Source: an optimization exercise on an open RTL-to-GDS flow (aim: small area). Production flows keep margins and buffers that such runs may drop. RTL that was checked went through simulation tests only; none was proved equivalent to the original.

==> inputs of run M <==
==> flow/design.v <==
module reg_file_sb_aoi222 (
    input  logic a1, a2, b1, b2, c1, c2,
    output logic y
);
    assign y = ~((a1 & a2) | (b1 & b2) | (c1 & c2));
endmodule
module reg_file_sb_nand4 (
    input  logic a, b, c, d,
    output logic y
);
    assign y = ~(a & b & c & d);
endmodule
module reg_file_sb_nand3 (
    input  logic a, b, c,
    output logic y
);
    assign y = ~(a & b & c);
endmodule
module reg_file_sb_or3 (
    input  logic a, b, c,
    output logic y
);
    assign y = a | b | c;
endmodule
module reg_file_sb_rbit (
    input  logic [31:1] sel,
    input  logic [31:1] q,
    output logic        y
);
    logic [10:0] w_l;
    logic [2:0]  w_h;
    for (genvar k = 0; k < 10; k++) begin : g_aoi
        reg_file_sb_aoi222 u_aoi (
            .a1(sel[3*k+1]), .a2(q[3*k+1]),
            .b1(sel[3*k+2]), .b2(q[3*k+2]),
            .c1(sel[3*k+3]), .c2(q[3*k+3]),
            .y (w_l[k])
        );
    end
    assign w_l[10] = ~(sel[31] & q[31]);
    reg_file_sb_nand4 u_n0 (.a(w_l[0]), .b(w_l[1]), .c(w_l[2]),  .d(w_l[3]), .y(w_h[0]));
    reg_file_sb_nand4 u_n1 (.a(w_l[4]), .b(w_l[5]), .c(w_l[6]),  .d(w_l[7]), .y(w_h[1]));
    reg_file_sb_nand3 u_n2 (.a(w_l[8]), .b(w_l[9]), .c(w_l[10]),             .y(w_h[2]));
    reg_file_sb_or3   u_o  (.a(w_h[0]), .b(w_h[1]), .c(w_h[2]), .y(y));
endmodule
module reg_file_sb #(
    parameter  int XLEN = 32,
    parameter  int NREG = 32,
    parameter  int NRD  = 2,
    localparam int AW   = $clog2(NREG)
) (
    input  logic                 clk,
    input  logic                 rst,
    input  logic [NRD*AW-1:0]    ra,
    output logic [NRD*XLEN-1:0]  rd,
    output logic [NRD-1:0]       rbusy,
    input  logic                 we0,
    input  logic                 we1,
    input  logic [AW-1:0]        wa0,
    input  logic [AW-1:0]        wa1,
    input  logic [XLEN-1:0]      wd0,
    input  logic [XLEN-1:0]      wd1,
    input  logic                 rsv_en,
    input  logic [AW-1:0]        rsv_addr,
    input  logic                 flush,
    output logic                 rsv_conflict
);
    logic [XLEN-1:0] r_data [NREG];
    logic [XLEN-1:0] w_d    [NREG];
    logic [NREG-1:0] r_vld;
    logic [NREG-1:0] r_busy;
    logic [NREG-1:0] w_busy_nxt;
    logic [XLEN-1:0] w_wd0p;
    logic [XLEN-1:0] w_wd1p;
    logic            r_phase;
    logic            r_rsv_conflict;
    logic            w_rsv_nz;
    logic            w_rsv_wr;
    logic            w_conflict_nxt;
    assign r_data[0]     = {XLEN{1'b0}};
    assign w_d[0]        = {XLEN{1'b0}};
    assign r_vld[0]      = 1'b0;
    assign r_busy[0]     = 1'b0;
    assign w_busy_nxt[0] = 1'b0;
    always_ff @(posedge clk or posedge rst) begin
        if (rst) r_phase <= 1'b0;
        else     r_phase <= ~r_phase;
    end
    assign w_wd0p = wd0 ^ {XLEN{r_phase}};
    assign w_wd1p = wd1 ^ {XLEN{r_phase}};
    genvar g;
    generate
        for (g = 1; g < NREG; g++) begin : g_reg
            logic w_wr0_hit;
            logic w_wr1_hit;
            logic w_rsv_hit;
            logic w_sel1;
            logic w_sel0;
            logic w_hold;
            assign w_wr0_hit = we0 && (wa0 == AW'(g));
            assign w_wr1_hit = we1 && (wa1 == AW'(g));
            assign w_rsv_hit = rsv_en && (rsv_addr == AW'(g));
            assign w_busy_nxt[g] = flush     ? 1'b0 :
                                   w_rsv_hit ? 1'b1 :
                                   (w_wr0_hit || w_wr1_hit) ? 1'b0 : r_busy[g];
            assign w_sel1 = w_wr1_hit;
            assign w_sel0 = w_wr0_hit && !w_wr1_hit;
            assign w_hold = !(w_wr0_hit || w_wr1_hit);
            for (genvar i = 0; i < XLEN; i++) begin : g_bit
                reg_file_sb_aoi222 u_wr (
                    .a1(w_sel1), .a2(w_wd1p[i]),
                    .b1(w_sel0), .b2(w_wd0p[i]),
                    .c1(w_hold), .c2(r_data[g][i]),
                    .y (w_d[g][i])
                );
            end
            always_ff @(posedge clk) begin
                r_data[g] <= w_d[g];
            end
            always_ff @(posedge clk or posedge rst) begin
                if (rst) begin
                    r_vld[g]  <= 1'b0;
                    r_busy[g] <= 1'b0;
                end else begin
                    r_vld[g]  <= r_vld[g] | w_wr0_hit | w_wr1_hit;
                    r_busy[g] <= w_busy_nxt[g];
                end
            end
        end
    endgenerate
    assign w_rsv_nz       = rsv_en && (rsv_addr != {AW{1'b0}});
    assign w_rsv_wr       = (we0 && (wa0 == rsv_addr)) || (we1 && (wa1 == rsv_addr));
    assign w_conflict_nxt = w_rsv_nz && r_busy[rsv_addr] && !w_rsv_wr && !flush;
    always_ff @(posedge clk or posedge rst) begin
        if (rst) r_rsv_conflict <= 1'b0;
        else     r_rsv_conflict <= w_conflict_nxt;
    end
    assign rsv_conflict = r_rsv_conflict;
    genvar p;
    generate
        for (p = 0; p < NRD; p++) begin : g_rd
            logic [AW-1:0]   w_ra;
            logic [NREG-1:1] w_sel;
            logic            w_any;
            logic            w_flip;
            assign w_ra = ra[p*AW +: AW];
            for (genvar r = 1; r < NREG; r++) begin : g_dec
                assign w_sel[r] = (w_ra == AW'(r)) & r_vld[r];
            end
            assign w_any  = |w_sel;
            assign w_flip = w_any & r_phase;
            for (genvar i = 0; i < XLEN; i++) begin : g_bit
                logic            w_y;
                logic [NREG-1:1] w_q;
                for (genvar r = 1; r < NREG; r++) begin : g_q
                    assign w_q[r] = r_data[r][i];
                end
                reg_file_sb_rbit u_rbit (.sel(w_sel), .q(w_q), .y(w_y));
                assign rd[p*XLEN + i] = w_y ^ w_flip;
            end
            assign rbusy[p] = r_busy[w_ra];
        end
    endgenerate
endmodule
==> flow/flow/run.sh <==
#!/bin/bash
# Standard ORFS layout (the standard.sh, standard synthesis unchanged) with:
#  - ports buffered with the smallest buffer instead of the resizer's pick;
#  - clock tree built from clkbuf_16 leaf clusters of up to 25 sinks within
#    80 um, without dummy balancing loads.
# Each ORFS step writes its full log under orfs/logs/; make's output goes to
# standard.log.
set -euo pipefail
export BUFFER_PORTS_ARGS="-buffer_cell sky130_fd_sc_hd__buf_1"
export CTS_ARGS="-sink_clustering_enable -repair_clock_nets -dont_use_dummy_load -buf_list sky130_fd_sc_hd__clkbuf_16 -sink_clustering_size 25 -sink_clustering_max_diameter 80"
bash standard.sh > standard.log 2>&1
==> flow/standard.sh <==
#!/bin/bash
# synth_recipe.tcl (not shown) runs the flow's synth.tcl, then flattens the netlist and writes it again
# the make line also repeats each setting of config.mk as NAME=value (left out here)
make -C /OpenROAD-flow-scripts/flow DESIGN_CONFIG=/design/flow/config.mk WORK_HOME=/design/flow/orfs CLKGATE_MAP_FILE= SYNTH_SCRIPT=/design/flow/synth_recipe.tcl "${@:-finish}"
==> flow/config.mk <==
export PLATFORM = sky130hd
export DESIGN_NAME = reg_file_sb
export DESIGN_NICKNAME = reg_file_sb
export VERILOG_FILES = /design/flow/design.v
export SDC_FILE = /design/flow/constraint.sdc
export NUM_CORES = 4
export LEC_CHECK = 0
export CAP_MARGIN = 20
export CELL_PAD_IN_SITES_DETAIL_PLACEMENT = 2
export CELL_PAD_IN_SITES_GLOBAL_PLACEMENT = 2
export CORE_MARGIN = 2
export CORE_UTILIZATION = 40
export SETUP_SLACK_MARGIN = 0.3
export SLEW_MARGIN = 20
export SYNTH_HIERARCHICAL = 1
==> flow/constraint.sdc <==
create_clock -name core_clock -period 8.0 [get_ports {clk}]
set_input_delay 1.6000 -clock core_clock [delete_from_list [all_inputs] [get_ports {clk}]]
set_output_delay 1.6000 -clock core_clock [all_outputs]
set_load 0.01 [all_outputs]
==> run F (differences from run M) <==
==> flow/design.v, changed modules only <==
module reg_file_sb #(
    parameter  int XLEN = 32,
    parameter  int NREG = 32,
    parameter  int NRD  = 2,
    localparam int AW   = $clog2(NREG)
) (
    input  logic                 clk,
    input  logic                 rst,
    input  logic [NRD*AW-1:0]    ra,
    output logic [NRD*XLEN-1:0]  rd,
    output logic [NRD-1:0]       rbusy,
    input  logic                 we0,
    input  logic                 we1,
    input  logic [AW-1:0]        wa0,
    input  logic [AW-1:0]        wa1,
    input  logic [XLEN-1:0]      wd0,
    input  logic [XLEN-1:0]      wd1,
    input  logic                 rsv_en,
    input  logic [AW-1:0]        rsv_addr,
    input  logic                 flush,
    output logic                 rsv_conflict
);
    logic [XLEN-1:0] r_regs [NREG];
    logic [NREG-1:0] r_busy;
    logic [NREG-1:0] w_busy_nxt;
    logic            r_rsv_conflict;
    logic            w_rsv_nz;
    logic            w_rsv_wr;
    logic            w_conflict_nxt;
    assign r_regs[0]     = {XLEN{1'b0}};
    assign w_busy_nxt[0] = 1'b0;
    genvar g;
    generate
        for (g = 1; g < NREG; g++) begin : g_reg
            logic w_wr0_hit;
            logic w_wr1_hit;
            logic w_rsv_hit;
            assign w_wr0_hit = we0 && (wa0 == AW'(g));
            assign w_wr1_hit = we1 && (wa1 == AW'(g));
            assign w_rsv_hit = rsv_en && (rsv_addr == AW'(g));
            assign w_busy_nxt[g] = flush     ? 1'b0 :
                                   w_rsv_hit ? 1'b1 :
                                   (w_wr0_hit || w_wr1_hit) ? 1'b0 : r_busy[g];
            always_ff @(posedge clk or posedge rst) begin
                if (rst) begin
                    r_regs[g] <= {XLEN{1'b0}};
                end else if (w_wr1_hit) begin
                    r_regs[g] <= wd1;
                end else if (w_wr0_hit) begin
                    r_regs[g] <= wd0;
                end else begin
                    r_regs[g] <= r_regs[g];
                end
            end
        end
    endgenerate
    assign w_rsv_nz       = rsv_en && (rsv_addr != {AW{1'b0}});
    assign w_rsv_wr       = (we0 && (wa0 == rsv_addr)) || (we1 && (wa1 == rsv_addr));
    assign w_conflict_nxt = w_rsv_nz && r_busy[rsv_addr] && !w_rsv_wr && !flush;
    always_ff @(posedge clk or posedge rst) begin
        if (rst) begin
            r_busy         <= {NREG{1'b0}};
            r_rsv_conflict <= 1'b0;
        end else begin
            r_busy         <= w_busy_nxt;
            r_rsv_conflict <= w_conflict_nxt;
        end
    end
    assign rsv_conflict = r_rsv_conflict;
    genvar p;
    generate
        for (p = 0; p < NRD; p++) begin : g_rd
            logic [AW-1:0] w_ra;
            assign w_ra = ra[p*AW +: AW];
            assign rd[p*XLEN +: XLEN] = r_regs[w_ra];
            assign rbusy[p]           = r_busy[w_ra];
        end
    endgenerate
endmodule
// module reg_file_sb_aoi222 removed
// module reg_file_sb_nand4 removed
// module reg_file_sb_nand3 removed
// module reg_file_sb_or3 removed
// module reg_file_sb_rbit removed
==> flow/run.sh (new file) <==
#!/bin/bash
# synth_recipe.tcl (not shown) runs the flow's synth.tcl, then flattens the netlist and writes it again
# the make line also repeats each setting of config.mk as NAME=value (left out here)
make -C /OpenROAD-flow-scripts/flow DESIGN_CONFIG=/design/flow/config.mk WORK_HOME=/design/flow/orfs CLKGATE_MAP_FILE= SYNTH_SCRIPT=/design/flow/synth_recipe.tcl finish
CELL_PAD_IN_SITES_DETAIL_PLACEMENT = unset   (was 2)
CELL_PAD_IN_SITES_GLOBAL_PLACEMENT = unset   (was 2)
SYNTH_HIERARCHICAL = unset   (was 1)
removed: flow/flow/run.sh
removed: flow/standard.sh
==> out/metrics.yaml <==
switching_share_pct: 33.90
syn-cell-area_um2: 61660
layout.nonclk_buf_share_pct: 4.964
synth_nets: 7008
timing.rr.end: "r_rsv_conflict"
dp_slack_ps: 837.3
status: "complete, no violations"
synth-xor-area-share_pct: 0.1420
power.density_nw_per_um2: 249.9
m1WireLength_mm: 120.6
layout.sequential_cells: 1024
max-vdd-ir-drop_v: 0.0001858
wire_per_inst_um: 38.69
layoutNonFillerInstCount: 8760
max_freq_mhz: 132.3
htreeDepth: 3
grt_util_all_layers_pct: 41.57
The numbers above come from run F.

==> out/metrics.yaml <==
power.density_nw_per_um2: 287.1
hold_start: "r_data[26][25]"
m1WireLength_mm: 99.54
synth-xor-area-share_pct: 2.745
layoutNonFillerInstCount: 5479
holdPathEnd: "r_data[26][25]"
ff_latch_area_um2: 21460
max_freq_mhz: 140.4
status: "complete, no violations"
dp_slack_ps: 993.6
layout.nonclk_buf_share_pct: 4.997
synth_nets: 3753
layout.sequential_cells: 1056
largest_register: "r_data"
timing.rr.end: "r_data[22][0]"
cp_common_cell: "buf_1"
setup_viol_count_final: 0
synth_ff_type: "dfxtp_1"
switching_share_pct: 34.45
The numbers above come from run M.

No functional check of the RTL was part of run F.

-- port drivers added, routing unchanged --
No port has a modelled driver above. Below, the same layouts with a new extraction and two added sets of constraints.
Step 1 assumes that a clkbuf_16 drives the clock port and a buf_2 every other input.
Step 2 times the ports against the registers' clock, not the clock port: input delays grow and output delays shrink by t, the midpoint of the rising clock arrivals with the driver on.
a / b / c = ideal ports / drivers / drivers and shift; a / b = the first two.
run | shift t [ns] | slack for setup (ns) | worst setup path at the end | worst register clock-pin slew, ns
run M | 0.787 | 0.875 / 0.846 / 0.846 | input to output | 0.11 / 0.11
run F | 0.879 | 0.440 / 0.415 / 0.415 | input to output | 0.07 / 0.07
After both steps setup and hold are still met in every run listed. For run M, which loses most, drivers alone change the setup slack by -0.029 ns; drivers and shift together by -0.029 ns.
